What follows belongs to an exercise in optimizing a design on an open flow for small area, a short achievable clock period and few clock cycles per item; a production flow would make more cautious choices. Function was checked by simulation only, so behaviour that the tests miss may differ from the original.

`flow/design.v`:
```
`default_nettype none
package lcg_rr_pkg;
   localparam int WORD_W  = 32;
   localparam int GEN_W   = 31;
   localparam int RAW_W   = 15;
   localparam int RAW_LSB = 16;
   localparam int STEPS   = 2;
   localparam int DIV_W   = RAW_W + STEPS - 1;
   localparam int NRM_N   = (STEPS == 1) ? 4 : (STEPS <= 3) ? 3 : 2;
   localparam int CNT_W   = NRM_N + 1;
   localparam logic [GEN_W-1:0] LCG_ADD = 31'd2531011;
endpackage
`default_nettype wire
`default_nettype none
import lcg_rr_pkg::*;
module lcg_ranged_random_with_checksum (
   input  wire logic              clock,
   input  wire logic              reset,
   input  wire logic              req_valid,
   output      logic              req_ready,
   input  wire logic              req_opcode,
   input  wire logic [WORD_W-1:0] req_seed_value,
   input  wire logic [WORD_W-1:0] req_lower_limit,
   input  wire logic [WORD_W-1:0] req_upper_limit,
   output      logic              rsp_valid,
   input  wire logic              rsp_ready,
   output      logic [WORD_W-1:0] rsp_value,
   output      logic [WORD_W-1:0] rsp_checksum,
   output      logic              rsp_span_error
);
   localparam int HI_W = WORD_W - RAW_W;
   logic [GEN_W-1:0]  gen_ff;
   logic [WORD_W-1:0] chk_ff;
   logic              p_busy_ff;
   logic [WORD_W-1:0] p_lower_ff;
   logic [RAW_W-1:0]  p_rem_ff;
   logic [DIV_W-1:0]  p_div_ff;
   logic [CNT_W-1:0]  p_cnt_ff;
   logic              p_zero_ff, p_rs_ff;
   logic              u_busy_ff;
   logic [WORD_W-1:0] u_lower_ff;
   logic [RAW_W-1:0]  u_rem_ff;
   logic [DIV_W-1:0]  u_div_ff;
   logic [CNT_W-1:0]  u_cnt_ff;
   logic              u_zero_ff, u_rs_ff;
   logic              done, take, move, accept, draw;
   logic [GEN_W-1:0]  gen_next;
   logic [RAW_W-1:0]  d;
   logic              borrow;
   logic [HI_W-1:0]   up_hi, lo_hi, hi_x, lo_pre;
   logic              eq_lo, eq_hi, inc_hi;
   logic              span_zero, span_small;
   logic [DIV_W-1:0]  div_init;
   logic [NRM_N-1:0]  nrm_m;
   logic [RAW_W-1:0]  p_rem_nx, u_rem_nx;
   logic [DIV_W-1:0]  p_div_nx, u_div_nx;
   logic [CNT_W-1:0]  p_cnt_nx, u_cnt_nx;
   logic [RAW_W-1:0]  sum_lo;
   logic              sum_c;
   logic [HI_W-1:0]   lower_hi1;
   logic [WORD_W-1:0] value;
   assign done      = u_busy_ff && (u_cnt_ff == '0);
   assign take      = done && rsp_ready;
   assign move      = p_busy_ff && (!u_busy_ff || take);
   assign req_ready = !p_busy_ff || !u_busy_ff || take;
   assign accept    = req_valid && req_ready;
   assign draw      = !req_opcode;
   assign gen_next  = gen_ff + (gen_ff << 10) + (gen_ff << 14) + (gen_ff << 18)
                      - (gen_ff << 2) - (gen_ff << 16) + LCG_ADD;
   assign {borrow, d} = {1'b0, req_upper_limit[RAW_W-1:0]} - {1'b0, req_lower_limit[RAW_W-1:0]};
   assign up_hi = req_upper_limit[WORD_W-1:RAW_W];
   assign lo_hi = req_lower_limit[WORD_W-1:RAW_W];
   assign hi_x  = up_hi ^ lo_hi;
   always_comb begin
      lo_pre[0] = 1'b1;
      for (int i = 1; i < HI_W; i++) lo_pre[i] = lo_pre[i-1] & lo_hi[i-1];
   end
   assign eq_lo      = (req_upper_limit[RAW_W-1:0] == req_lower_limit[RAW_W-1:0]);
   assign eq_hi      = (hi_x == '0);
   assign inc_hi     = (hi_x == lo_pre);
   assign span_zero  = eq_lo && eq_hi;
   assign span_small = borrow ? inc_hi : (eq_hi && !eq_lo);
   always_comb begin
      div_init = DIV_W'(d) << (STEPS - 1);
      for (int b = NRM_N - 1; b >= 0; b--) begin
         if ((div_init & ({DIV_W{1'b1}} << (DIV_W - (STEPS << b)))) == '0) begin
            div_init = div_init << (STEPS << b);
            nrm_m[b] = 1'b1;
         end else begin
            nrm_m[b] = 1'b0;
         end
      end
   end
   function automatic logic [RAW_W-1:0] div_step(input logic [RAW_W-1:0] rem,
                                                 input logic [DIV_W-1:0] div);
      logic [DIV_W-1:0] dj;
      logic [RAW_W-1:0] diff;
      logic             fits;
      div_step = rem;
      for (int j = 0; j < STEPS; j++) begin
         dj = ~(~div >> j);
         {fits, diff} = {1'b0, div_step} + {1'b0, dj[RAW_W-1:0]} + 1'b1;
         if (fits && (&(dj | ({DIV_W{1'b1}} >> (DIV_W - RAW_W))))) div_step = diff;
      end
   endfunction
   assign p_rem_nx = div_step(p_rem_ff, p_div_ff);
   assign p_div_nx = (p_cnt_ff <= 1) ? '1 : ~(~p_div_ff >> STEPS);
   assign p_cnt_nx = (p_cnt_ff == '0) ? '0 : p_cnt_ff - 1'b1;
   assign u_rem_nx = div_step(u_rem_ff, u_div_ff);
   assign u_div_nx = (u_cnt_ff <= 1) ? '1 : ~(~u_div_ff >> STEPS);
   assign u_cnt_nx = (u_cnt_ff == '0) ? '0 : u_cnt_ff - 1'b1;
   assign {sum_c, sum_lo} = {1'b0, u_lower_ff[RAW_W-1:0]} + {1'b0, u_rem_ff};
   assign lower_hi1      = u_lower_ff[WORD_W-1:RAW_W] + 1'b1;
   assign value          = {sum_c ? lower_hi1 : u_lower_ff[WORD_W-1:RAW_W], sum_lo};
   assign rsp_valid      = done;
   assign rsp_value      = value;
   assign rsp_checksum   = (u_rs_ff ? '0 : chk_ff) ^ (u_zero_ff ? '0 : value);
   assign rsp_span_error = u_zero_ff;
   always_ff @(posedge clock) begin
      if (reset) begin
         p_busy_ff <= 1'b0;
         u_busy_ff <= 1'b0;
         gen_ff    <= '0;
         chk_ff    <= '0;
      end else begin
         if (accept) begin
            p_busy_ff <= 1'b1;
         end else if (move) begin
            p_busy_ff <= 1'b0;
         end
         if (move) begin
            u_busy_ff <= 1'b1;
         end else if (take) begin
            u_busy_ff <= 1'b0;
         end
         if (accept) begin
            gen_ff <= draw ? gen_next : req_seed_value[GEN_W-1:0];
         end
         if (take) begin
            chk_ff <= rsp_checksum;
         end
      end
   end
   always_ff @(posedge clock) begin
      if (accept) begin
         p_lower_ff <= draw ? req_lower_limit : '0;
         p_zero_ff  <= draw && span_zero;
         p_rs_ff    <= !draw;
         p_rem_ff   <= (draw && !span_zero) ? gen_next[RAW_LSB +: RAW_W] : '0;
         p_cnt_ff   <= (draw && span_small) ? CNT_W'(nrm_m) + 1'b1 : '0;
         p_div_ff   <= (draw && span_small) ? ~div_init : '1;
      end else begin
         p_rem_ff   <= p_rem_nx;
         p_cnt_ff   <= p_cnt_nx;
         p_div_ff   <= p_div_nx;
      end
   end
   always_ff @(posedge clock) begin
      if (move) begin
         u_lower_ff <= p_lower_ff;
         u_zero_ff  <= p_zero_ff;
         u_rs_ff    <= p_rs_ff;
         u_rem_ff   <= p_rem_nx;
         u_cnt_ff   <= p_cnt_nx;
         u_div_ff   <= p_div_nx;
      end else begin
         u_rem_ff   <= u_rem_nx;
         u_cnt_ff   <= u_cnt_nx;
         u_div_ff   <= u_div_nx;
      end
   end
endmodule
`default_nettype wire
```
`flow/flow/run.sh`:
```
#!/bin/bash
# Standard layout, with the port buffers drawn from the smallest buffer cell.
set -euo pipefail
export BUFFER_PORTS_ARGS="-buffer_cell sky130_fd_sc_hd__buf_1"
bash standard.sh > standard_flow.log 2>&1
```
`flow/standard.sh`:
```
#!/bin/bash
# synth_recipe.tcl (not shown) runs the flow's synth.tcl, then flattens the netlist and writes it again
# the make line also repeats each setting of config.mk as NAME=value (left out here)
make -C /OpenROAD-flow-scripts/flow DESIGN_CONFIG=/design/flow/config.mk WORK_HOME=/design/flow/orfs CLKGATE_MAP_FILE= SYNTH_SCRIPT=/design/flow/synth_recipe.tcl "${@:-finish}"
```
`flow/config.mk`:
```
export PLATFORM = sky130hd
export DESIGN_NAME = lcg_ranged_random_with_checksum
export DESIGN_NICKNAME = lcg_ranged_random_with_checksum
export VERILOG_FILES = /design/flow/design.v
export SDC_FILE = /design/flow/constraint.sdc
export NUM_CORES = 4
export LEC_CHECK = 0
export ABC_AREA = 1
export CAP_MARGIN = 20
export CORE_MARGIN = 2
export CORE_UTILIZATION = 60
export CTS_BUF_LIST = sky130_fd_sc_hd__clkbuf_8 sky130_fd_sc_hd__clkbuf_16
export CTS_CLUSTER_DIAMETER = 80
export CTS_CLUSTER_SIZE = 20
export PLACE_DENSITY = 0.7
export SETUP_SLACK_MARGIN = 2.7
export SLEW_MARGIN = 20
```
`flow/constraint.sdc`:
```
create_clock -name core_clock -period 7.5 [get_ports {clock}]
set_input_delay 1.5000 -clock core_clock [delete_from_list [all_inputs] [get_ports {clock}]]
set_output_delay 1.5000 -clock core_clock [all_outputs]
set_load 0.01 [all_outputs]
```
==> flow_summary_export.csv, run 1 <==
group,metric,value,unit
logic_synthesis,synth_edf_count,68,
run,cap_viol_max_count,0,
route,wl_per_cell,16.4,um
critical_path,cp_num_buf_inv,3,
die,core,29500,um^2
clock_tree,clk_latency,0.51,ns
placed_design,dpl.hpwl,38700,um
die,rows,63,
placed_design,place_congestion,1.00,
logic_synthesis,synth_top_area_share,14.9,%
route,dr.pass1.iters,5,
clock_tree,h-tree-depth,1,
die,num_io_pins,168,
critical_path,critPathKind,"register to primary output",
route,routed_via_density,5.45,
clock_tree,cts_root_buf,"clkbuf_16",
logic_synthesis,synthCells,2437,
route,wl,49000,um
logic_synthesis,syn_nets,2783,
final_layout,areaGrowthSynthToFinish,10.4,%
clock_tree,cts.sinks,201,
critical_path,crit_path_start_kind,"register",
logic_synthesis,syn_avg_cell_area,7.32,um^2
clock_tree,cts_tree,"done",
global_routing,grt_pass1_wl,77800,um
final_layout,nets,2932,
logic_synthesis,seq_area_frac_synth,26.4,%
critical_path,critPathSlowestCell,"fa_1",
critical_path,cp_max_fo,2,
critical_path,end_kind,"primary output",
final_layout,drive_above_1_share,7.47,%
status,status,"no timing/DRC/antenna violations",
critical_path,path_delay_family,"adder cells",
global_routing,grt.busiest_layer,"met2",
die,die_h,176,um
logic_synthesis,synth-seq-cells,201,
logic_synthesis,async_reset_ff_share,0,%
hold_path,hold_class,"register to register",
logic_synthesis,yosysTopAreaCell,"dfxtp_1",
global_routing,grt_pass1_vias,15600,
sta,fin_setup_tns,0,ns
critical_path,max_stage_delay,0.40,ns
global_routing,grt_use_total,31.3,%
clock_tree,cts.path.max_buffers,3,
sta,worstMarginPinSlew,0.872,ns
die,fp.dieArea,31100,um^2
critical_path,worst_ep_arrival_time,3.20,ns
clock_tree,cts_buffers,16,
sta,hold_viol,0,
route,num_vias,16300,
clock_tree,clkTransAtPathRegs,0.08,ns
sta,finalMaxSlewViolations,0,
logic_synthesis,synthTopCellsByArea,"dfxtp_1, ha_1, edfxtp_1, nand2_1, fa_1",
critical_path,worstPathCellList,"ha_1, fa_1, nand2_1, nand2_1, nand2_1, nand2_1, a21oi_2, o21ai_1, a21boi_2, buf_4, buf_4, xnor2_1, nand2_1, xor2_2, clkbuf_2",
logic_synthesis,synth_cell_types,54,
critical_path,crit_top_cell,"nand2_1",
sta,maxSlewHeadroom,41.9,%
logic_synthesis,synth_area,17800,um^2
route,drcViolationCount,0,
global_routing,grt-ovfl-total,0,
placed_design,placedCellCount,2939,
global_routing,grt_max_degree,72,
sta,skew,0.0197,ns
die,initial_core_util,60.5,%
global_routing,use_met1,42.3,%
route,ant_nets,0,
global_routing,grt_util_met3,5.04,%
sta,min_period,4.70,ns
critical_path,worstPathRequired,6.00,ns
placed_design,portBuffers,166,
global_routing,globalRouteMet2Util,50.9,%
logic_synthesis,yosysWarnings,1,
logic_synthesis,ys.flop_type,"dfxtp_1",
sta,setup_viol,0,
sta,finalCritPeriodShare,62.7,%
route,drt_iter0_markers,1335,
sta,hold-worst-slack,0.413,ns
sta,rsz0062_at_grt,"true",
critical_path,r2r_slack,2.86,ns
sta,maxClockFrequency,213,MHz
final_layout,fin_cells,2989,
die,fp.dieW,176,um
global_routing,antenna_found_initial,3,
-- worst paths after layout --
path,start,end,depth (start not counted)
worst min-delay path,p_lower_ff[18],u_lower_ff[18],0
worst min register to register,p_lower_ff[18],u_lower_ff[18],0
worst max-delay path,u_lower_ff[0],rsp_checksum[10],15
worst max register to register,gen_ff[15],gen_ff[25],19
-- sequential cells by signal, summed over array words and instances (netlist names) --
name	count
chk_ff	32
p_lower_ff	32
u_lower_ff	32
gen_ff	31
p_div_ff	16
p_rem_ff	15
u_rem_ff	15
u_div_ff	14
p_cnt_ff	4
u_cnt_ff	4
p_busy_ff	1
p_rs_ff	1
p_zero_ff	1
u_busy_ff	1
u_rs_ff	1
u_zero_ff	1
-- cells by family after synthesis --
kind of cell | Yosys count | synth area share (%)
DFF | 201 | 26.4
buffers and inverters | 438 | 9.52
and+or+nand+nor | 982 | 23.5
adders and majority gates | 245 | 20.1
xor gates and xnor gates | 156 | 7.66
AOI/OAI and AO/OA | 415 | 12.9
-- through the flow --
stage	instance area [um^2]	utilization [%]	setup WS, ns
3_5_place_dp	18700	63.6	2.17
4_1_cts	19400	65.6	2.72
3_3_place_gp	18700	63.6	2.28
2_1_floorplan	17800	-	3.35
5_1_grt	19700	66.8	2.64
6_report	19700	66.8	2.80
-- final cells by class --
cell class                 count  area (um^2)
fill                        2667         9780
antenna                        3         7.51
inverter                     375         1420
clock inverter                11         85.1
timing repair buffer         192          838
clock buffer                  17          425
sequential                   201         4730
tap                          390          488
multi-input combinational   1800        11700
-- metal layers --
metal / wire [um] / vias to the layer above / share of wire [%]
li1: - / 8161 / -
met1: 21600 / 7455 / 44
met2: 21800 / 592 / 45
met3: 3720 / 86 / 7.6
met4: 1810 / 0 / 3.7
met5: 0 / - / 0
-- synthesized netlist by cell type, types with 15 or more instances --
master and instances:
nand2_1 527, edfxtp_1 68, nor3_1 24, o21ai_0 157, xnor2_1 49, dfxtp_1 133
inv_1 362, nand2_2 15, nor2_1 234, xor2_1 107, nand3_1 111, fa_1 69
a21oi_1 169, clkbuf_1 47, nand3_2 15, ha_1 176
-- repair_timing --
item,4_1_cts,5_1_grt
buffers inserted,5,11
cloned,0,2
pin swaps,2,13
hold endpoints to repair,0,0
resized for setup,25,63
hold buffers,0,0
setup endpoints to repair,43,38
-- placed cells by master, fill, tap and decap left out, drive strengths merged, types with 6 or more instances in the layout --
cell      n
o211ai   12
edfxtp   68
nand2   547
fa       69
a21o      6
nor3     25
xnor2    49
ha      176
o21ai   173
nor4      7
dfxtp   133
or2      13
nand4    12
nand3   126
a21oi   169
buf     186
a221oi    6
nor2    243
o21bai    7
clkbuf   23
inv     379
a31oi    10
a21boi   14
xor2    107
Testbench counts, summed over its fixed seeds: cycles 5,774, items 3,200.
==> inputs of run 2 (changes only) <==
--- a/flow/design.v
+++ b/flow/design.v
@@ -44,3 +44,3 @@
    logic [CNT_W-1:0]  u_cnt_ff;
-   logic              u_zero_ff, u_rs_ff;
+   logic              u_zero_ff;
    logic              done, take, move, accept, draw;
@@ -116,3 +116,3 @@
    assign rsp_value      = value;
-   assign rsp_checksum   = (u_rs_ff ? '0 : chk_ff) ^ (u_zero_ff ? '0 : value);
+   assign rsp_checksum   = chk_ff ^ (u_zero_ff ? '0 : value);
    assign rsp_span_error = u_zero_ff;
@@ -138,3 +138,5 @@
          end
-         if (take) begin
+         if (move && p_rs_ff) begin
+            chk_ff <= '0;
+         end else if (take) begin
             chk_ff <= rsp_checksum;
@@ -161,3 +163,2 @@
          u_zero_ff  <= p_zero_ff;
-         u_rs_ff    <= p_rs_ff;
          u_rem_ff   <= p_rem_nx;
--- a/flow/config.mk
+++ b/flow/config.mk
@@ -8,3 +8,3 @@
 export ABC_AREA = 1
-export CAP_MARGIN = 20
+export CAP_MARGIN = 0
 export CORE_MARGIN = 2
@@ -15,3 +15,3 @@
 export PLACE_DENSITY = 0.7
-export SETUP_SLACK_MARGIN = 2.7
-export SLEW_MARGIN = 20
+export SETUP_SLACK_MARGIN = 2.95
+export SLEW_MARGIN = 0
==> flow_summary_export.csv, run 2 <==
group,metric,value,unit
global_routing,grt-ovfl-total,0,
sta,min_period,4.46,ns
logic_synthesis,async_reset_ff_share,0,%
final_layout,nFillCells,2479,
sta,skew,0.0209,ns
final_layout,fin_area,20100,um^2
sta,finalCritPeriodShare,59.4,%
critical_path,crit_path_start_kind,"register",
global_routing,grt_use_total,30.5,%
critical_path,cp_max_fo,3,
sta,finalMaxSlewViolations,0,
clock_tree,cts.path.max_buffers,2,
global_routing,antenna_found_initial,1,
critical_path,worstPathCellList,"ha_1, nand3_1, nand3_2, a21oi_4, o21ai_4, a21boi_2, o21ai_2, nand2_1, nand2_1, xor2_2, nand2_1, xor2_1, inv_1, buf_1",
critical_path,path_delay_family,"compound AO/OA/AOI/OAI gates",
route,num_vias,16000,
sta,hold_viol,0,
route,drt_iter0_markers,1041,
run,cap_viol_max_count,0,
logic_synthesis,synth-seq-cells,200,
final_layout,regArea,4720,um^2
critical_path,critPathSlowestCell,"edfxtp_1",
route,ant_nets,0,
placed_design,pre_cts_ws,2.38,ns
route,drcViolationCount,0,
logic_synthesis,yosysWarnings,1,
logic_synthesis,ys.flop_type,"dfxtp_1",
final_layout,mostFrequentLayoutCells,"nand2_1, inv_1, nor2_1",
logic_synthesis,synthTopCellsByArea,"dfxtp_1, ha_1, nand2_1, edfxtp_1, fa_1",
clock_tree,cts_buffers,17,
logic_synthesis,syn_nets,2709,
placed_design,placedCellCount,2866,
critical_path,worst_ep_arrival_time,2.96,ns
placed_design,place_congestion,0.928,
route,wl_per_cell,16.1,um
clock_tree,clkTransAtPathRegs,0.08,ns
final_layout,nets,2898,
route,wl,47500,um
placed_design,portBuffers,166,
critical_path,critPathKind,"register to primary output",
die,num_io_pins,168,
logic_synthesis,yosysTopAreaCell,"dfxtp_1",
logic_synthesis,synth_top_area_share,15.2,%
critical_path,worstPathRequired,6.00,ns
logic_synthesis,synth.most_common_cell,"nand2_1",
logic_synthesis,synthCells,2363,
logic_synthesis,synth.top_cells.by_count,"nand2_1, inv_1, nor2_1",
hold_path,hold_class,"register to register",
die,core,28700,um^2
critical_path,crit_top_cell,"nand2_1",
die,die_h,175,um
clock_tree,clk_latency,0.46,ns
sta,rsz0062_at_grt,"true",
clock_tree,h-tree-depth,4,
clock_tree,cts_hold_buf,0,
clock_tree,cts_tree,"done",
sta,fin_setup_tns,0,ns
logic_synthesis,synth_cell_types,56,
global_routing,grt_pass1_wl,74300,um
critical_path,end_kind,"primary output",
route,dr.pass1.iters,5,
critical_path,max_stage_delay,0.44,ns
sta,setup_viol,0,
status,status,"no timing/DRC/antenna violations",
logic_synthesis,synth_area,17500,um^2
final_layout,drive_above_1_share,11.1,%
global_routing,grt_pass1_vias,15100,
sta,maxSlewHeadroom,43.0,%
final_layout,areaGrowthSynthToFinish,14.9,%
sta,setup_ws,3.04,ns
die,initial_core_util,60.9,%
sta,worstMarginPinSlew,0.854,ns
final_layout,reg_top3,"chk_ff: 32 flops, p_lower_ff: 32 flops, u_lower_ff: 32 flops",
placed_design,dpl.hpwl,36500,um
final_layout,multiInputGateArea,11800,um^2
logic_synthesis,seq_area_frac_synth,26.7,%
clock_tree,cts.sinks,200,
die,fp.dieArea,30500,um^2
placed_design,placed_area,18400,um^2
global_routing,grt_max_degree,67,
final_layout,layout_commonest_cell,"nand2_1",
route,routed_via_density,5.43,
critical_path,cp_num_buf_inv,2,
die,rows,62,
logic_synthesis,synth_edf_count,67,
sta,maxClockFrequency,224,MHz
die,fp.dieW,175,um
clock_tree,cts_root_buf,"clkbuf_16",
final_layout,fin_cells,2950,
logic_synthesis,syn_avg_cell_area,7.40,um^2
-- run 2: worst paths after layout --
| path | from | end | slack, ns | cells past startpoint |
|---|---|---|---|---|
| worst max register to register | u_lower_ff[0] | chk_ff[14] | 3.05 | 32 |
| worst min-delay path | p_lower_ff[21] | u_lower_ff[21] | 0.41 | 0 |
| worst max-delay path | u_lower_ff[1] | rsp_checksum[13] | 3.04 | 14 |
| worst min register to register | p_lower_ff[21] | u_lower_ff[21] | 0.41 | 0 |
-- run 2: cells by family after synthesis --
logic type      Yosys count  synth area share (%)
flops                   200                  26.7
simple gates            920                  22.6
buf+inv                 427                  9.46
xor+xnor                154                  7.71
compound gates          417                  13.0
fa+ha+maj               245                  20.5
-- run 2: cell type report --
type                            instances  area share, %
Multi-Input combinational cell       1739           58.6
Tap cell                              384           2.39
Sequential cell                       200           23.5
Timing Repair Buffer                  224           5.42
Inverter                              370           6.99
Clock buffer                           18           2.19
Antenna cell                            1         0.0125
Clock inverter                         14          0.897
-- run 2: what timing repair did --
action / 4_1_cts / 5_1_grt
resized for setup: 74 / 104
cloned: 2 / 1
pin swaps: 8 / 34
setup endpoints to repair: 72 / 66
setup buffers: 25 / 23
-- run 2: routing by layer --
layer	GRT usage, %	wire (um)	vias to the layer above
li1	-	-	8026
met1	38.2	19900	7484
met2	54.8	23800	429
met3	3.50	2490	79
met4	9.58	1300	0
met5	0	0	-
-- run 2: stage by stage --
step	hold WS [ns]	util, %
after global routing	0.428	70.0
final	0.414	70.0
after floorplan	0.400	-
after global placement	0.401	64.1
after CTS	0.421	67.8
after detailed placement	0.405	64.1
Testbench counts of run 2, summed over its fixed seeds: cycles 5,774, items 3,200.
==> inputs of run 3 (changes only) <==
--- a/flow/config.mk
+++ b/flow/config.mk
@@ -10,3 +10,3 @@
 export CORE_MARGIN = 2
-export CORE_UTILIZATION = 60
+export CORE_UTILIZATION = 50
 export CTS_BUF_LIST = sky130_fd_sc_hd__clkbuf_8 sky130_fd_sc_hd__clkbuf_16
@@ -14,4 +14,4 @@
 export CTS_CLUSTER_SIZE = 20
-export PLACE_DENSITY = 0.7
-export SETUP_SLACK_MARGIN = 2.95
+export PLACE_DENSITY = 0.6
+export SETUP_SLACK_MARGIN = 2.8
 export SLEW_MARGIN = 0
==> flow_summary_export.csv, run 3 <==
group,metric,value,unit
status,status,"no timing/DRC/antenna violations",
route,wl,48600,um
final_layout,reg_top3,"chk_ff: 32 flops, p_lower_ff: 32 flops, u_lower_ff: 32 flops",
sta,setup_viol,0,
global_routing,grt-ovfl-total,0,
sta,worstMarginPinSlew,1.04,ns
route,dr.pass1.iters,5,
sta,maxClockFrequency,221,MHz
global_routing,grt_max_degree,67,
route,ant_nets,0,
clock_tree,cts_tree,"done",
final_layout,nets,2885,
logic_synthesis,synth.most_common_cell,"nand2_1",
route,drcViolationCount,0,
critical_path,worst_ep_arrival_time,3.03,ns
clock_tree,clkTransAtPathRegs,0.08,ns
critical_path,end_kind,"primary output",
logic_synthesis,yosysTopAreaCell,"dfxtp_1",
sta,min_period,4.53,ns
logic_synthesis,synth_mux_area_share,0,%
logic_synthesis,async_reset_ff_share,0,%
logic_synthesis,synthXorXnorAreaFrac,7.71,%
logic_synthesis,yosysWarnings,1,
sta,fin_setup_tns,0,ns
route,wl_met1,22000,um
final_layout,areaGrowthSynthToFinish,13.9,%
die,fp.dieW,191,um
logic_synthesis,synth_area,17500,um^2
clock_tree,cts_buffers,17,
logic_synthesis,synthSimpleGateAreaFrac,22.6,%
logic_synthesis,ys.flop_type,"dfxtp_1",
route,wl_per_cell,16.1,um
critical_path,worstPathCellList,"ha_1, nand2_1, nor4_2, nand2_2, nand2_4, nand4_1, nor2_2, nand2_1, xor2_2, inv_1, nand3_1, nand2_1, clkbuf_2",
critical_path,crit_path_start_kind,"register",
sta,maxSlewHeadroom,30.2,%
logic_synthesis,syn_avg_cell_area,7.40,um^2
logic_synthesis,synth.top_cells.by_count,"nand2_1, inv_1, nor2_1",
sta,finalCritPeriodShare,60.4,%
die,rows,68,
sta,hold_viol,0,
clock_tree,cts.sinks,200,
placed_design,place_congestion,0.911,
route,wl_met3,1850,um
die,fp.dieArea,36500,um^2
logic_synthesis,yosys.area_share.adder,20.5,%
logic_synthesis,seq_area_frac_synth,26.7,%
clock_tree,clk_latency,0.45,ns
route,met2_length,23400,um
logic_synthesis,synth_compound_area_share,13.0,%
critical_path,path_delay_family,"simple AND/OR/NAND/NOR gates",
critical_path,cp_num_buf_inv,2,
logic_synthesis,synth-seq-cells,200,
logic_synthesis,synth_top_family_by_area,"simple AND/OR/NAND/NOR gates",
die,initial_core_util,50.7,%
critical_path,max_stage_delay,0.39,ns
run,cap_viol_max_count,0,
critical_path,crit_top_cell,"nand2_1",
die,core,34500,um^2
final_layout,mostFrequentLayoutCells,"nand2_1, inv_1, nor2_1",
route,routed_via_density,5.25,
critical_path,cp_max_fo,7,
logic_synthesis,synth_cell_types,56,
die,die_h,191,um
critical_path,critPathKind,"register to primary output",
critical_path,worstPathRequired,6.00,ns
global_routing,grt_pass1_vias,15000,
logic_synthesis,syn_nets,2709,
clock_tree,cts_hold_buf,0,
global_routing,grt_pass1_wl,76800,um
placed_design,portBuffers,166,
die,num_io_pins,168,
sta,rsz0062_at_grt,"false",
clock_tree,cts_root_buf,"clkbuf_16",
critical_path,critPathSlowestCell,"ha_1",
sta,finalMaxSlewViolations,0,
final_layout,layout_commonest_cell,"nand2_1",
route,num_vias,15800,
clock_tree,cts.path.max_buffers,2,
logic_synthesis,synthCells,2363,
route,dr.max_layer_used,"met5",
clock_tree,h-tree-depth,4,
logic_synthesis,synthTopCellsByArea,"dfxtp_1, ha_1, nand2_1, edfxtp_1, fa_1",
global_routing,antenna_found_initial,3,
final_layout,drive_above_1_share,9.56,%
global_routing,grt_use_total,26.9,%
sta,skew,0.0149,ns
hold_path,hold_class,"register to register",
route,drt_iter0_markers,1074,
logic_synthesis,synth_top_area_share,15.2,%
logic_synthesis,synth_edf_count,67,
placed_design,dpl.hpwl,37600,um
[run 3: cell types whose count changed in the layout (fill, tap and decap cells not counted), sizes merged]
| cell | before | now |
|---|---|---|
| buf | 218 | 205 |
| clkinv | 7 | 3 |
| clkbuf | 24 | 21 |
| inv | 371 | 374 |
| clkinvlp | 5 | 7 |
| bufinv | 1 | 2 |
| nand3b | 8 | 9 |
[run 3: worst register-to-register path: stages, from the launching register on]
cell,delay (ns)
dfxtp_4,0.43
inv_1,0.14
fa_1,0.50
inv_1,0.06
fa_1,0.55
fa_1,0.44
fa_1,0.45
ha_2,0.40
nand2_2,0.13
nor4_2,0.35
nand4_1,0.15
nand3_1,0.20
a21oi_1,0.17
xor2_1,0.19
o21ai_0,0.17
a21oi_1,0.08
[run 3: per-stage QoR]
stage,setup WS (ns),hold WS (ns),util [%],instance area [um^2],cells
2_1_floorplan,3.35,0.400,-,17500,2363
5_1_grt,2.74,0.425,57.8,19900,3007
3_3_place_gp,2.35,0.401,53.6,18500,2935
3_5_place_dp,2.25,0.405,53.6,18500,2935
4_1_cts,2.80,0.419,56.0,19300,2977
6_report,2.97,0.416,57.8,19900,3008
[run 3: layer usage]
| layer | up-vias | track usage, % |
|---|---|---|
| li1 | 8010 | - |
| met1 | 7374 | 35.4 |
| met5 | - | 0 |
| met3 | 78 | 2.97 |
| met2 | 324 | 46.5 |
| met4 | 4 | 7.99 |
[run 3: cells by family after synthesis]
kind of cell / after synthesis
xor gates and xnor gates: 154
DFF: 200
buffers and inverters: 427
AOI/OAI and AO/OA: 417
and+or+nand+nor: 920
adders and majority gates: 245
[run 3: what timing repair did]
action | CTS | global route
setup buffers | 7 | 27
pin swaps | 4 | 21
gates cloned | 3 | 3
gates resized for setup | 46 | 108
setup endpoints to repair | 67 | 54
[run 3: cell type report]
class	instances	area, um^2
clock inverter	15	180
sequential	200	4710
clock buffer	17	425
multi-input combinational	1740	11600
fill	3362	14600
inverter	370	1410
tap	455	569
timing repair buffer	209	957
antenna	1	2.50
timing repair inverter	1	7.51
[run 3: final timing paths]
check                  from  cells past startpoint               end  slack (ns)
min reg2reg  p_lower_ff[31]                      0    u_lower_ff[31]        0.42
max          u_lower_ff[10]                     13  rsp_checksum[30]        2.97
min          p_lower_ff[31]                      0    u_lower_ff[31]        0.42
max reg2reg       gen_ff[8]                     15        gen_ff[30]        2.97
==> inputs of run 4 (changes only) <==
--- a/flow/config.mk
+++ b/flow/config.mk
@@ -10,3 +10,3 @@
 export CORE_MARGIN = 2
-export CORE_UTILIZATION = 50
+export CORE_UTILIZATION = 70
 export CTS_BUF_LIST = sky130_fd_sc_hd__clkbuf_8 sky130_fd_sc_hd__clkbuf_16
@@ -14,3 +14,3 @@
 export CTS_CLUSTER_SIZE = 20
-export PLACE_DENSITY = 0.6
+export PLACE_DENSITY = 0.8
 export SETUP_SLACK_MARGIN = 2.8
==> flow_summary_export.csv, run 4 <==
group,metric,value,unit
route,ant_nets,0,
clock_tree,cts.sinks,200,
final_layout,utilization,80.0,%
hold_path,hold_class,"register to register",
route,drt_iter0_markers,1360,
route,drcViolationCount,0,
clock_tree,h-tree-depth,4,
final_layout,nFillCells,1685,
clock_tree,cts.path.max_buffers,2,
placed_design,placed_area,18300,um^2
logic_synthesis,syn_avg_cell_area,7.40,um^2
die,die_h,162,um
logic_synthesis,synth_top_area_share,15.2,%
sta,finalCritPeriodShare,62.0,%
final_layout,reg_top3,"chk_ff: 32 flops, p_lower_ff: 32 flops, u_lower_ff: 32 flops",
route,num_vias,16500,
final_layout,fin_area,19500,um^2
sta,rsz0062_at_grt,"true",
logic_synthesis,synth.most_common_cell,"nand2_1",
critical_path,worstPathRequired,6.00,ns
run,cap_viol_max_count,0,
sta,hold_viol,0,
die,core,24400,um^2
sta,finalMaxSlewViolations,0,
sta,worstMarginPinSlew,0.923,ns
route,dr.pass1.iters,6,
sta,setup_ws,2.85,ns
global_routing,grt_use_total,35.7,%
logic_synthesis,ys.flop_type,"dfxtp_1",
sta,maxSlewHeadroom,38.4,%
global_routing,grt_pass1_vias,15600,
logic_synthesis,synth_area,17500,um^2
critical_path,crit_path_start_kind,"register",
clock_tree,cts_root_buf,"clkbuf_16",
final_layout,mostFrequentLayoutCells,"nand2_1, inv_1, nor2_1",
logic_synthesis,yosysWarnings,1,
logic_synthesis,synth.top_cells.by_count,"nand2_1, inv_1, nor2_1",
final_layout,drive_above_1_share,8.45,%
critical_path,r2r_slack,2.93,ns
logic_synthesis,synth_edf_count,67,
placed_design,dpl.hpwl,36100,um
route,wl_per_cell,16.9,um
die,fp.dieW,162,um
logic_synthesis,synthTopCellsByArea,"dfxtp_1, ha_1, nand2_1, edfxtp_1, fa_1",
final_layout,areaGrowthSynthToFinish,11.7,%
clock_tree,cts_hold_buf,0,
sta,fin_setup_tns,0,ns
die,num_io_pins,168,
critical_path,cp_max_fo,6,
final_layout,fin_cells,2858,
global_routing,grt-ovfl-total,0,
status,status,"no timing/DRC/antenna violations",
die,rows,57,
sta,maxClockFrequency,215,MHz
placed_design,portBuffers,166,
logic_synthesis,synth_cell_types,56,
logic_synthesis,yosysTopAreaCell,"dfxtp_1",
global_routing,antenna_found_initial,0,
final_layout,diodes,0,
sta,min_period,4.65,ns
route,routed_via_density,5.76,
sta,setup_viol,0,
global_routing,grt_pass1_wl,74300,um
logic_synthesis,seq_area_frac_synth,26.7,%
logic_synthesis,syn_nets,2709,
critical_path,worst_ep_arrival_time,3.15,ns
clock_tree,clkTransAtPathRegs,0.08,ns
critical_path,end_kind,"primary output",
clock_tree,cts_tree,"done",
die,initial_core_util,71.7,%
sta,skew,0.0222,ns
placed_design,placedCellCount,2806,
sta,hold-worst-slack,0.424,ns
final_layout,layout_commonest_cell,"nand2_1",
logic_synthesis,async_reset_ff_share,0,%
route,wl,48300,um
placed_design,place_congestion,0.964,
logic_synthesis,synthCells,2363,
clock_tree,cts_buffers,17,
critical_path,critPathKind,"register to primary output",
die,fp.dieArea,26300,um^2
logic_synthesis,synth-seq-cells,200,
global_routing,grt_max_degree,66,
final_layout,nets,2867,
placed_design,pre_cts_ws,2.39,ns
clock_tree,clk_latency,0.46,ns
==> run 4: cell counts after synthesis <==
No cell type changed its count.
==> run 4: cell families after synthesis <==
family / share of synthesized area (%)
DFF: 26.7
and+or+nand+nor: 22.6
buffers and inverters: 9.46
AOI/OAI and AO/OA: 13.0
xor gates and xnor gates: 7.71
adders and majority gates: 20.5
==> run 4: what timing repair did <==
item,4_1_cts,5_1_grt
resized for setup,40,84
endpoints found under the hold margin,0,0
setup endpoints to repair,65,51
pin swaps,4,14
cloned,1,2
setup buffers,5,12
==> run 4: worst paths after layout <==
check	startpoint	end	cells past startpoint
max	u_lower_ff[2]	rsp_checksum[26]	14
max reg2reg	u_div_ff[2]	u_rem_ff[14]	28
min reg2reg	p_lower_ff[20]	u_lower_ff[20]	0
min	p_lower_ff[20]	u_lower_ff[20]	0
==> run 4: per-layer routing <==
metal,global-route usage [%],wire length (um)
met5,0,0
met4,16.6,2350
met1,43.2,18900
met2,63.0,23600
met3,4.85,3530
==> run 4: cell type report <==
| type | count | area [um^2] | area share, % |
|---|---|---|---|
| clock inverter | 15 | 195 | 1.00 |
| tap | 324 | 405 | 2.08 |
| inverter | 370 | 1400 | 7.18 |
| multi-input combinational | 1739 | 11600 | 59.2 |
| clock buffer | 17 | 425 | 2.18 |
| timing repair buffer | 193 | 831 | 4.26 |
| sequential | 200 | 4700 | 24.1 |
==> run 4: critical path, stage by stage (launching register included) <==
cell      delay, ns
edfxtp_1       0.43
ha_4           0.32
nand3_1        0.09
nand3_1        0.14
a21oi_2        0.10
o21ai_2        0.17
nand2_1        0.11
nand2_4        0.14
nand4_1        0.20
nor2_2         0.22
xnor2_1        0.20
inv_1          0.12
nand2_1        0.11
xor2_2         0.18
clkbuf_2       0.16
==> inputs of run 5 (changes only) <==
--- a/flow/config.mk
+++ b/flow/config.mk
@@ -7,6 +7,6 @@
 export LEC_CHECK = 0
-export ABC_AREA = 1
+export ABC_AREA = 0
 export CAP_MARGIN = 0
 export CORE_MARGIN = 2
-export CORE_UTILIZATION = 70
+export CORE_UTILIZATION = 60
 export CTS_BUF_LIST = sky130_fd_sc_hd__clkbuf_8 sky130_fd_sc_hd__clkbuf_16
@@ -14,3 +14,3 @@
 export CTS_CLUSTER_SIZE = 20
-export PLACE_DENSITY = 0.8
+export PLACE_DENSITY = 0.7
 export SETUP_SLACK_MARGIN = 2.8
==> flow_summary_export.csv, run 5 <==
group,metric,value,unit
status,status,"no timing/DRC/antenna violations",
route,met2_length,25100,um
final_layout,diodes,0,
placed_design,pre_cts_ws,1.77,ns
critical_path,worstPathRequired,6.00,ns
sta,setup_ws,2.60,ns
final_layout,nFillCells,2234,
critical_path,critPathKind,"register to primary output",
clock_tree,clk_latency,0.46,ns
global_routing,grt_pass1_vias,15200,
route,wl_per_cell,19.2,um
route,dr.pass1.iters,5,
logic_synthesis,synth_cell_types,99,
critical_path,reg2regPathDepth,23,
logic_synthesis,synth_edf_count,67,
critical_path,r2r_end,"u_rem_ff[5]",
logic_synthesis,synth.most_common_cell,"inv_1",
clock_tree,cts_root_buf,"clkbuf_16",
route,drcViolationCount,0,
final_layout,multiInputGateArea,13200,um^2
logic_synthesis,synth.top_cells.by_count,"inv_1, ha_1, nor2_1",
sta,hold_viol,0,
die,fp.dieArea,31000,um^2
route,dr.max_layer_used,"met4",
sta,finalCritPeriodShare,65.3,%
final_layout,nets,2612,
critical_path,max_stage_delay,0.45,ns
clock_tree,cts_tree,"done",
sta,maxClockFrequency,204,MHz
placed_design,dpl.hpwl,36500,um
clock_tree,cts_hold_buf,0,
clock_tree,cts_buffers,17,
logic_synthesis,synthCells,2034,
die,num_io_pins,168,
logic_synthesis,synth-seq-cells,200,
logic_synthesis,async_reset_ff_share,0,%
critical_path,cp_num_buf_inv,1,
logic_synthesis,syn_avg_cell_area,8.74,um^2
route,wl_met3,2930,um
logic_synthesis,synthTopCellsByArea,"dfxtp_1, ha_1, edfxtp_1, fa_1, xnor2_1",
logic_synthesis,synth_top_area_share,15.0,%
hold_path,hold_end,"u_lower_ff[9]",
clock_tree,cts.sinks,200,
critical_path,cp_max_fo,4,
final_layout,layout_commonest_cell,"inv_1",
logic_synthesis,synth_area,17800,um^2
route,ant_nets,0,
clock_tree,clkTransAtPathRegs,0.09,ns
sta,finalMaxSlewViolations,0,
hold_path,holdPathStages,0,
clock_tree,h-tree-depth,4,
logic_synthesis,seq_area_frac_synth,26.3,%
final_layout,regArea,4730,um^2
logic_synthesis,yosysWarnings,1,
clock_tree,cts.path.max_buffers,2,
critical_path,critPathSlowestCell,"or4_4",
sta,worstMarginPinSlew,1.19,ns
die,fp.dieW,176,um
global_routing,grt-ovfl-total,0,
route,routed_via_density,5.97,
die,rows,63,
sta,fin_setup_tns,0,ns
die,initial_core_util,60.5,%
run,cap_viol_max_count,0,
global_routing,grt_use_total,31.6,%
placed_design,portBuffers,166,
global_routing,grt_max_degree,87,
critical_path,crit_path_start_kind,"register",
hold_path,hold_start,"p_lower_ff[9]",
hold_path,hold_class,"register to register",
route,wl_met1,21300,um
logic_synthesis,syn_nets,2380,
route,drt_iter0_markers,1080,
sta,maxSlewHeadroom,20.8,%
critical_path,end_kind,"primary output",
final_layout,drive_above_1_share,17.9,%
sta,min_period,4.90,ns
route,num_vias,15900,
final_layout,areaGrowthSynthToFinish,20.4,%
sta,rsz0062_at_grt,"true",
global_routing,antenna_found_initial,1,
critical_path,worstPathCellList,"ha_1, a21o_1, a21oi_4, o21a_4, nor4b_4, o2111ai_4, and3_4, or4_4, xor2_4, nor2_2, xor2_1, buf_2",
die,core,29400,um^2
final_layout,reg_top3,"chk_ff: 32 flops, p_lower_ff: 32 flops, u_lower_ff: 32 flops",
die,die_h,176,um
final_layout,mostFrequentLayoutCells,"inv_1, nor2_1, ha_1",
critical_path,cp-startpoint,"u_lower_ff[1]",
critical_path,worst_ep_arrival_time,3.40,ns
sta,setup_viol,0,
logic_synthesis,ys.flop_type,"dfxtp_1",
route,wl,51100,um
critical_path,r2r_slack,2.63,ns
placed_design,place_congestion,0.944,
critical_path,path_delay_family,"simple AND/OR/NAND/NOR gates",
global_routing,grt_pass1_wl,77700,um
logic_synthesis,yosysTopAreaCell,"dfxtp_1",
critical_path,r2r-start,"p_div_ff[1]",
sta,skew,0.0210,ns
==> run 5: cell types whose count changed after synthesis, sizes merged, moves of 52 or more <==
cell,delta
o21ai,-58
nand3,-66
a21oi,-52
inv,-168
nand2,-438
==> run 5: worst max path at each step <==
stage,slack (ns),endpoint,depth (start not counted)
after global routing,2.48,u_rem_ff[5],25
after floorplan,2.81,gen_ff[30],17
final,2.60,rsp_checksum[28],12
after global placement,1.89,u_rem_ff[5],18
after detailed placement,1.77,u_rem_ff[5],18
after CTS,2.63,rsp_checksum[28],12
==> run 5: kinds of logic (layout without fill, tap and decap cells) <==
group | Yosys count | count (layout) | share of synthesized area (%)
buf+inv | 267 | 511 | 5.86
simple gates | 586 | 586 | 16.8
flops | 200 | 200 | 26.3
compound gates | 497 | 498 | 18.4
fa+ha+maj | 245 | 245 | 20.2
mux | 67 | 67 | 3.97
xor+xnor | 172 | 172 | 8.52
==> run 5: layer usage <==
layer | vias to the layer above | GRT usage (%)
met5 | - | 0
met4 | 0 | 11.7
met3 | 127 | 4.05
met2 | 534 | 54.1
met1 | 7616 | 41.0
li1 | 7646 | -
==> run 5: metrics by stage <==
step | instance area (um^2) | std cells | util, % | hold slack (ns)
2_1_floorplan | 17800 | 2034 | - | 0.400
3_3_place_gp | 18700 | 2531 | 63.5 | 0.401
3_5_place_dp | 18700 | 2531 | 63.5 | 0.405
4_1_cts | 20200 | 2617 | 68.7 | 0.415
5_1_grt | 21400 | 2669 | 72.8 | 0.417
6_report | 21400 | 2669 | 72.8 | 0.418
==> run 5: timing repair <==
item                                    CTS  global route
pin swaps                                48            78
buffers inserted                         53            51
endpoints found under the setup margin   81            82
gates resized for setup                 129           184
gates cloned                              1             1
==> run 5: layout make-up <==
cell class	count	area share [%]
sequential	200	22.1
tap	390	2.28
inverter	201	3.60
clock buffer	17	1.99
clock inverter	15	0.719
multi-input combinational	1568	61.6
timing repair buffer	278	7.69
==> run 5: worst reg2reg max path, cell delays in order (launching register included) <==
cell and delay (ns):
dfxtp_2 0.35, ha_4 0.26, nor2b_4 0.12, o21ai_2 0.07, a21boi_2 0.22, o31ai_4 0.10
a31o_2 0.23, or3_4 0.35, a21oi_4 0.17, buf_12 0.14, buf_12 0.10, mux2_2 0.38
ha_4 0.24, and3_1 0.21, a211oi_4 0.34, a21oi_2 0.14, a211oi_2 0.25, o21bai_2 0.13
buf_4 0.16, a21oi_4 0.22, buf_12 0.19, nor2_4 0.05, a21oi_4 0.20, a211oi_2 0.10
==> inputs of run 6 (changes only) <==
--- a/flow/flow/run.sh
+++ b/flow/flow/run.sh
@@ -4,2 +4,3 @@
 export BUFFER_PORTS_ARGS="-buffer_cell sky130_fd_sc_hd__buf_1"
+export RECOVER_POWER=50
 bash standard.sh > standard_flow.log 2>&1
--- a/flow/config.mk
+++ b/flow/config.mk
@@ -7,3 +7,3 @@
 export LEC_CHECK = 0
-export ABC_AREA = 0
+export ABC_AREA = 1
 export CAP_MARGIN = 0
==> flow_summary_export.csv, run 6 <==
group,metric,value,unit
critical_path,worst_ep_arrival_time,5.64,ns
die,die_h,175,um
die,fp.dieArea,30500,um^2
die,rows,62,
route,ant_nets,0,
clock_tree,cts_root_buf,"clkbuf_16",
sta,hold_viol,0,
critical_path,end_kind,"register",
critical_path,cp_max_fo,50,
logic_synthesis,syn_avg_cell_area,7.40,um^2
sta,worstMarginPinSlew,2.95,ns
logic_synthesis,syn_nets,2709,
clock_tree,cts_buffers,17,
sta,finalMaxSlewViolations,142,
sta,fin_setup_tns,0,ns
route,num_vias,15800,
logic_synthesis,synth_area,17500,um^2
die,core,28700,um^2
clock_tree,cts.path.max_buffers,2,
logic_synthesis,async_reset_ff_share,0,%
critical_path,r2r_slack,2.53,ns
logic_synthesis,ys.flop_type,"dfxtp_1",
clock_tree,h-tree-depth,4,
placed_design,place_congestion,0.928,
sta,skew,0.0225,ns
sta,hold-worst-slack,0.416,ns
status,status,"finished with violations",
final_layout,reg_top3,"chk_ff: 32 flops, p_lower_ff: 32 flops, u_lower_ff: 32 flops",
placed_design,portBuffers,166,
hold_path,hold_class,"register to register",
critical_path,crit_path_start_kind,"input pin",
critical_path,critPathKind,"input pin to register",
final_layout,utilization,68.2,%
clock_tree,clkTransAtPathRegs,0.08,ns
clock_tree,clk_latency,0.46,ns
logic_synthesis,seq_area_frac_synth,26.7,%
logic_synthesis,synth_top_area_share,15.2,%
route,drt_iter0_markers,1003,
global_routing,antenna_found_initial,1,
clock_tree,cts.sinks,200,
final_layout,layout_commonest_cell,"nand2_1",
status,failed_checks,"capacitance limit, slew limit",
final_layout,areaGrowthSynthToFinish,11.9,%
placed_design,dpl.hpwl,36500,um
critical_path,worstPathRequired,7.76,ns
logic_synthesis,synth-seq-cells,200,
final_layout,fin_cells,2913,
sta,min_period,5.38,ns
final_layout,fin_area,19600,um^2
run,cap_viol_max_count,3,
global_routing,grt_pass1_wl,73300,um
final_layout,nets,2861,
logic_synthesis,yosysWarnings,1,
placed_design,placed_area,18400,um^2
sta,maxClockFrequency,186,MHz
final_layout,drive_above_1_share,7.91,%
clock_tree,cts_tree,"done",
logic_synthesis,synth_cell_types,56,
route,routed_via_density,5.42,
global_routing,grt_pass1_vias,15000,
die,initial_core_util,60.9,%
route,wl,46300,um
global_routing,grt_use_total,30.1,%
die,num_io_pins,168,
global_routing,grt_max_degree,67,
logic_synthesis,synthTopCellsByArea,"dfxtp_1, ha_1, nand2_1, edfxtp_1, fa_1",
die,fp.dieW,175,um
route,drcViolationCount,0,
logic_synthesis,synthCells,2363,
logic_synthesis,synth_edf_count,67,
logic_synthesis,yosysTopAreaCell,"dfxtp_1",
clock_tree,cts_hold_buf,0,
sta,maxSlewHeadroom,-96.8,%
route,wl_per_cell,15.9,um
logic_synthesis,synth.top_cells.by_count,"nand2_1, inv_1, nor2_1",
sta,rsz0062_at_grt,"true",
sta,setup_viol,0,
placed_design,placedCellCount,2866,
route,dr.pass1.iters,5,
sta,finalCritPeriodShare,71.7,%
logic_synthesis,synth.most_common_cell,"nand2_1",
global_routing,grt-ovfl-total,0,
final_layout,mostFrequentLayoutCells,"nand2_1, inv_1, nor2_1",
## run 6: changes by cell type in the layout (fill, tap and decap cells not counted), sizes merged, moves of 35 or more
cell,delta
a211oi,-39
a21o,-35
a21oi,+52
buf,-90
inv,+162
mux2i,-39
nand2,+438
nand3,+66
nor2b,-39
nor3,-42
o21ai,+58
xnor2,-42
## run 6: cells by family (layout without fill, tap and decap cells)
family / count (synthesis) / after routing / share of synthesized area [%]
buffers and inverters: 427 / 590 / 9.46
AO/OA/AOI/OAI: 417 / 417 / 13.0
adder cells (fa/ha/maj): 245 / 245 / 20.5
AND/OR/NAND/NOR: 920 / 922 / 22.6
flip-flops: 200 / 200 / 26.7
XOR/XNOR: 154 / 154 / 7.71
other: 0 / 1 / 0
## run 6: repair_timing
item	CTS	global route
resized for setup	38	86
pin swaps	3	13
gates cloned	1	1
setup buffers	4	8
endpoints found under the setup margin	63	52
## run 6: worst max-delay path, cell delays in order
cell	delay [ns]
buf_1	0.07
nand2_1	0.07
buf_6	0.30
inv_1	0.36
nor2_1	0.20
clkinv_1	0.11
nand2_1	0.07
clkbuf_1	0.96
inv_1	1.11
buf_4	0.53
nand3_1	0.19
o21ai_0	0.12
## run 6: worst paths after layout
kind,from,endpoint,cells past startpoint
worst max-delay path,rsp_ready,u_rem_ff[3],12
worst min-delay path,p_lower_ff[21],u_lower_ff[21],0
worst max register to register,u_cnt_ff[2],u_rem_ff[3],14
worst min register to register,p_lower_ff[21],u_lower_ff[21],0
## run 6: layout make-up
class                           count  area [um^2]
Antenna cell                        1         2.50
Fill cell                        2562         9140
Tap cell                          384          480
Inverter                          370         1410
Sequential cell                   200         4700
Clock inverter                     14          180
Timing Repair Buffer              188          785
Multi-Input combinational cell   1738        11600
Clock buffer                       18          439
## run 6: layer usage
layer  share of wire [%]  vias up  global-route usage [%]
met1                  43     7362                    37.5
met5                   0        -                       0
met4                 3.0        0                    9.93
li1                    -     7957                       -
met3                 4.6       87                    3.37
met2                  50      389                    54.1
## run 6: stage by stage
stage               worst slack (ns)
finish                          2.12
global route                    1.55
CTS                             2.78
detailed placement              2.38
global placement                2.52
floorplan                       3.35
==> inputs of run 7 (changes only) <==
--- a/flow/flow/run.sh
+++ b/flow/flow/run.sh
@@ -4,3 +4,3 @@
 export BUFFER_PORTS_ARGS="-buffer_cell sky130_fd_sc_hd__buf_1"
-export RECOVER_POWER=50
+export RECOVER_POWER=100
 bash standard.sh > standard_flow.log 2>&1
==> flow_summary_export.csv, run 7 <==
group,metric,value,unit
die,die_h,175,um
clock_tree,clkTransAtPathRegs,0.08,ns
logic_synthesis,synth_top_area_share,15.2,%
status,status,"finished with violations",
critical_path,r2r-start,"u_cnt_ff[2]",
sta,min_period,5.42,ns
route,routed_via_density,5.42,
critical_path,cp-startpoint,"rsp_ready",
clock_tree,cts_root_buf,"clkbuf_16",
global_routing,grt_max_degree,67,
run,cap_viol_max_count,3,
placed_design,dpl.hpwl,36500,um
route,ant_nets,0,
sta,maxSlewHeadroom,-96.2,%
sta,fin_setup_tns,0,ns
logic_synthesis,synthCells,2363,
final_layout,mostFrequentLayoutCells,"nand2_1, inv_1, nor2_1",
die,initial_core_util,60.9,%
critical_path,end_kind,"register",
final_layout,utilization,67.8,%
die,rows,62,
sta,finalMaxSlewViolations,142,
final_layout,reg_top3,"chk_ff: 32 flops, p_lower_ff: 32 flops, u_lower_ff: 32 flops",
route,wl_per_cell,15.9,um
sta,setup_viol,0,
global_routing,antenna_found_initial,1,
logic_synthesis,yosysWarnings,1,
route,wl,46300,um
sta,finalCritPeriodShare,72.2,%
placed_design,place_congestion,0.928,
logic_synthesis,synth-seq-cells,200,
sta,worstMarginPinSlew,2.94,ns
die,fp.dieW,175,um
route,drt_iter0_markers,965,
final_layout,drive_above_1_share,6.92,%
critical_path,cp_max_fo,50,
critical_path,worstPathRequired,7.76,ns
critical_path,critPathKind,"input pin to register",
route,dr.pass1.iters,7,
die,fp.dieArea,30500,um^2
critical_path,r2r_end,"u_rem_ff[3]",
logic_synthesis,async_reset_ff_share,0,%
logic_synthesis,synth_edf_count,67,
logic_synthesis,yosysTopAreaCell,"dfxtp_1",
sta,rsz0062_at_grt,"true",
sta,setup_ws,2.08,ns
global_routing,grt_pass1_vias,15000,
route,drcViolationCount,0,
critical_path,r2r_slack,2.47,ns
logic_synthesis,synth_area,17500,um^2
global_routing,grt-ovfl-total,0,
sta,hold-worst-slack,0.415,ns
logic_synthesis,seq_area_frac_synth,26.7,%
global_routing,grt_use_total,30.1,%
logic_synthesis,synth_cell_types,56,
status,failed_checks,"capacitance limit, slew limit",
die,core,28700,um^2
final_layout,nets,2861,
logic_synthesis,synthTopCellsByArea,"dfxtp_1, ha_1, nand2_1, edfxtp_1, fa_1",
logic_synthesis,syn_avg_cell_area,7.40,um^2
logic_synthesis,synth.top_cells.by_count,"nand2_1, inv_1, nor2_1",
route,num_vias,15800,
placed_design,pre_cts_ws,2.38,ns
sta,skew,0.0195,ns
critical_path,worst_ep_arrival_time,5.68,ns
sta,hold_viol,0,
clock_tree,cts.path.max_buffers,2,
final_layout,areaGrowthSynthToFinish,11.2,%
clock_tree,cts_buffers,17,
clock_tree,cts.sinks,200,
clock_tree,clk_latency,0.45,ns
critical_path,crit_path_start_kind,"input pin",
hold_path,hold_class,"register to register",
logic_synthesis,synth.most_common_cell,"nand2_1",
logic_synthesis,ys.flop_type,"dfxtp_1",
placed_design,portBuffers,166,
clock_tree,h-tree-depth,4,
critical_path,endpoint,"u_rem_ff[3]",
clock_tree,cts_tree,"done",
die,num_io_pins,168,
critical_path,reg2regPathDepth,14,
final_layout,layout_commonest_cell,"nand2_1",
sta,maxClockFrequency,185,MHz
clock_tree,cts_hold_buf,0,
global_routing,grt_pass1_wl,73300,um
logic_synthesis,syn_nets,2709,
## run 7: cell counts after synthesis
No cell type changed its count.
## run 7: worst min path at each step
stage	endpoint	depth (start not counted)	from
detailed placement	u_lower_ff[17]	0	p_lower_ff[17]
CTS	u_lower_ff[21]	0	p_lower_ff[21]
global placement	u_lower_ff[0]	0	p_lower_ff[0]
finish	u_lower_ff[22]	0	p_lower_ff[22]
global route	u_lower_ff[18]	0	p_lower_ff[18]
floorplan	u_lower_ff[0]	0	p_lower_ff[0]
## run 7: layer usage
layer | global-route usage, % | part of all wire, % | up-vias
met4 | 9.93 | 3.1 | 0
met2 | 54.1 | 50 | 392
met1 | 37.5 | 43 | 7372
met5 | 0 | 0 | -
met3 | 3.37 | 4.5 | 97
li1 | - | - | 7945
## run 7: timing repair
| action | CTS | global route |
|---|---|---|
| resized for setup | 38 | 86 |
| pin swaps | 3 | 13 |
| hold endpoints to repair | 0 | 0 |
| setup buffers | 4 | 8 |
| gates cloned | 1 | 1 |
| endpoints found under the setup margin | 63 | 52 |
## run 7: metrics by stage
step / area, um^2 / cells
final: 19400 / 2914
after global routing: 19400 / 2912
after CTS: 19200 / 2903
after detailed placement: 18400 / 2866
after global placement: 18400 / 2866
after floorplan: 17500 / 2363
## run 7: layout make-up
class | count | area, um^2
Sequential cell | 200 | 4700
Tap cell | 384 | 480
Timing Repair Buffer | 188 | 776
Multi-Input combinational cell | 1738 | 11500
Inverter | 370 | 1400
Clock inverter | 14 | 180
Fill cell | 2586 | 9260
Clock buffer | 18 | 439
Antenna cell | 2 | 5.00
## run 7: logic make-up (layout without fill, tap and decap cells)
group	Yosys count	count (layout)	share of synthesized area, %
xor+xnor	154	154	7.71
compound gates	417	417	13.0
fa+ha+maj	245	245	20.5
buf+inv	427	590	9.46
flops	200	200	26.7
other cells	0	2	0
simple gates	920	922	22.6
## run 7: worst max-delay path, cell delays in order
cell	delay, ns
buf_1	0.07
nand2_1	0.07
buf_6	0.30
inv_1	0.36
nor2_1	0.20
clkinv_1	0.11
nand2_1	0.07
clkbuf_1	0.97
inv_1	1.12
buf_4	0.54
nand3_1	0.19
o21ai_0	0.12
==> inputs of run 8 (changes only) <==
--- a/flow/flow/run.sh
+++ b/flow/flow/run.sh
@@ -4,3 +4,2 @@
 export BUFFER_PORTS_ARGS="-buffer_cell sky130_fd_sc_hd__buf_1"
-export RECOVER_POWER=100
 bash standard.sh > standard_flow.log 2>&1
==> flow_summary_export.csv, run 8 <==
group,metric,value,unit
clock_tree,cts_root_buf,"clkbuf_16",
logic_synthesis,synth.top_cells.by_count,"nand2_1, inv_1, nor2_1",
logic_synthesis,synthSimpleGateAreaFrac,22.6,%
route,drt_iter0_markers,1084,
logic_synthesis,syn_nets,2709,
clock_tree,cts_hold_buf,0,
die,core,28700,um^2
placed_design,placed_area,18400,um^2
sta,setup_viol,0,
final_layout,nFillCells,2555,
global_routing,grt_use_total,30.1,%
global_routing,antenna_found_initial,1,
placed_design,portBuffers,166,
logic_synthesis,synth.most_common_cell,"nand2_1",
hold_path,hold_start,"p_lower_ff[21]",
sta,skew,0.0219,ns
logic_synthesis,synth_compound_area_share,13.0,%
logic_synthesis,synth_top_area_share,15.2,%
die,initial_core_util,60.9,%
sta,maxSlewHeadroom,43.3,%
logic_synthesis,syn_avg_cell_area,7.40,um^2
hold_path,hold_end,"u_lower_ff[21]",
sta,setup_ws,2.97,ns
sta,rsz0062_at_grt,"true",
logic_synthesis,synth_mux_area_share,0,%
clock_tree,clkTransAtPathRegs,0.08,ns
logic_synthesis,synthTopCellsByArea,"dfxtp_1, ha_1, nand2_1, edfxtp_1, fa_1",
final_layout,utilization,68.2,%
logic_synthesis,async_reset_ff_share,0,%
critical_path,r2r_slack,3.01,ns
logic_synthesis,synth_cell_types,56,
critical_path,critPathKind,"register to primary output",
status,status,"no timing/DRC/antenna violations",
critical_path,r2r-start,"gen_ff[1]",
critical_path,r2r_end,"gen_ff[28]",
final_layout,reg_top3,"chk_ff: 32 flops, p_lower_ff: 32 flops, u_lower_ff: 32 flops",
route,routed_via_density,5.42,
logic_synthesis,yosys.area_share.adder,20.5,%
final_layout,regArea,4700,um^2
critical_path,worstPathRequired,6.00,ns
critical_path,crit_path_start_kind,"register",
placed_design,dpl.hpwl,36500,um
final_layout,nets,2861,
sta,hold-worst-slack,0.415,ns
logic_synthesis,seq_area_frac_synth,26.7,%
hold_path,hold_class,"register to register",
route,wl_per_cell,15.9,um
global_routing,grt_pass1_wl,73300,um
final_layout,drive_above_1_share,8.23,%
hold_path,holdPathStages,0,
placed_design,pre_cts_ws,2.38,ns
sta,fin_setup_tns,0,ns
global_routing,grt-ovfl-total,0,
logic_synthesis,synth_top_family_by_area,"simple AND/OR/NAND/NOR gates",
clock_tree,cts.path.max_buffers,2,
final_layout,areaGrowthSynthToFinish,12.0,%
clock_tree,cts.sinks,200,
final_layout,multiInputGateArea,11600,um^2
logic_synthesis,synthXorXnorAreaFrac,7.71,%
final_layout,layout_commonest_cell,"nand2_1",
final_layout,mostFrequentLayoutCells,"nand2_1, inv_1, nor2_1",
logic_synthesis,ys.flop_type,"dfxtp_1",
placed_design,place_congestion,0.928,
route,drcViolationCount,0,
sta,maxClockFrequency,221,MHz
logic_synthesis,synth-seq-cells,200,
route,dr.pass1.iters,5,
route,num_vias,15800,
critical_path,cp_max_fo,6,
die,num_io_pins,168,
route,ant_nets,0,
sta,worstMarginPinSlew,0.849,ns
critical_path,reg2regPathDepth,19,
global_routing,grt_pass1_vias,15000,
logic_synthesis,yosysTopAreaCell,"dfxtp_1",
logic_synthesis,yosysWarnings,1,
die,rows,62,
sta,finalCritPeriodShare,60.4,%
run,cap_viol_max_count,0,
clock_tree,clk_latency,0.46,ns
sta,min_period,4.53,ns
sta,hold_viol,0,
clock_tree,cts_tree,"done",
die,fp.dieW,175,um
global_routing,grt_max_degree,67,
logic_synthesis,synth_area,17500,um^2
sta,finalMaxSlewViolations,0,
die,die_h,175,um
die,fp.dieArea,30500,um^2
critical_path,worst_ep_arrival_time,3.03,ns
logic_synthesis,synth_edf_count,67,
clock_tree,cts_buffers,17,
critical_path,end_kind,"primary output",
final_layout,fin_area,19600,um^2
route,wl,46300,um
logic_synthesis,synthCells,2363,
clock_tree,h-tree-depth,4,
==> run 8: cell counts after synthesis <==
No cell type changed its count.
==> run 8: how the worst max path moves through the flow <==
stage                  start               end  slack [ns]  cells past startpoint
2_1_floorplan  u_lower_ff[0]  rsp_checksum[14]        3.35                     14
3_3_place_gp     u_div_ff[2]      u_rem_ff[14]        2.52                     28
3_5_place_dp     u_div_ff[2]      u_rem_ff[14]        2.38                     28
4_1_cts        u_lower_ff[2]  rsp_checksum[26]        2.78                     14
5_1_grt          u_div_ff[2]      u_rem_ff[14]        2.71                     28
6_report       u_lower_ff[1]  rsp_checksum[26]        2.97                     14
==> run 8: cells by family (layout without fill, tap and decap cells) <==
| family | after synthesis | count (layout) |
|---|---|---|
| DFF | 200 | 200 |
| other | 0 | 1 |
| buffers and inverters | 427 | 590 |
| xor gates and xnor gates | 154 | 154 |
| adders and majority gates | 245 | 245 |
| AOI/OAI and AO/OA | 417 | 417 |
| and+or+nand+nor | 920 | 922 |
==> run 8: final cells by class <==
type / count / share of cell area (%)
tap: 384 / 2.45
timing repair buffer: 188 / 4.06
antenna: 1 / 0.0128
clock inverter: 14 / 0.920
sequential: 200 / 24.0
inverter: 370 / 7.18
multi-input combinational: 1738 / 59.1
clock buffer: 18 / 2.24
==> run 8: stage by stage <==
stage          std cells
4_1_cts             2903
6_report            2913
3_3_place_gp        2866
5_1_grt             2912
2_1_floorplan       2363
3_5_place_dp        2866
==> run 8: timing repair <==
item	4_1_cts	5_1_grt
resized for setup	38	86
gates cloned	1	1
buffers inserted	4	8
pin swaps	3	13
setup endpoints to repair	63	52
==> run 8: per-layer routing <==
layer | wire, um | global-route usage (%) | vias up
li1 | - | - | 7952
met1 | 19700 | 37.5 | 7357
met2 | 23000 | 54.1 | 388
met3 | 2150 | 3.37 | 86
met4 | 1400 | 9.93 | 0
met5 | 0 | 0 | -
==> run 8: critical path: stages, from the launching register on <==
cell	delay, ns
edfxtp_1	0.44
ha_1	0.31
nand3_1	0.08
nand3_1	0.13
a21oi_2	0.09
o21ai_2	0.20
nand2_1	0.12
nand2_4	0.14
nand4_1	0.16
nor2_2	0.16
xnor2_1	0.17
inv_1	0.12
nand2_1	0.09
xor2_1	0.19
clkbuf_2	0.17

==> afterwards: timing with drivers on the ports <==
How much do the figures lean on ideal ports? The routed layouts below were timed once more, with nothing changed but the port constraints.
Step 1 (the two cells are an assumption about what drives the block):
set clk [get_ports {clock}]
set_driving_cell -lib_cell sky130_fd_sc_hd__clkbuf_16 $clk
set_driving_cell -lib_cell sky130_fd_sc_hd__buf_2 [delete_from_list [all_inputs] $clk]
Step 2 moves the port delays by t, midway between the first and last clock arrival at a register: inputs arrive t later, outputs are due t later. That takes back most of the time a late clock gives input paths.
a / b / c = ideal / step 1 / step 2; a / b = the first two.
run | t (ns) | setup WS [ns] | worst setup path after step 2 | worst data-port slew with drivers (ns)
run 1 | 0.554 | 2.801 / 2.745 / 2.763 | input to register | 0.08
run 2 | 0.496 | 3.044 / 2.993 / 2.986 | input to register | 0.07
run 3 | 0.497 | 2.970 / 2.920 / 2.964 | input to register | 0.07
run 4 | 0.498 | 2.850 / 2.800 / 2.864 | input to register | 0.07
run 5 | 0.501 | 2.599 / 2.548 / 2.532 | input to register | 0.05
run 6 | 0.496 | 2.124 / 2.154 / 1.658 | input to register | 0.07
run 7 | 0.492 | 2.083 / 2.113 / 1.620 | input to register | 0.07
run 8 | 0.495 | 2.971 / 2.922 / 3.011 | register to register | 0.07
For run 6, which loses most, drivers alone change the setup slack by +0.030 ns; drivers and shift together by -0.466 ns.
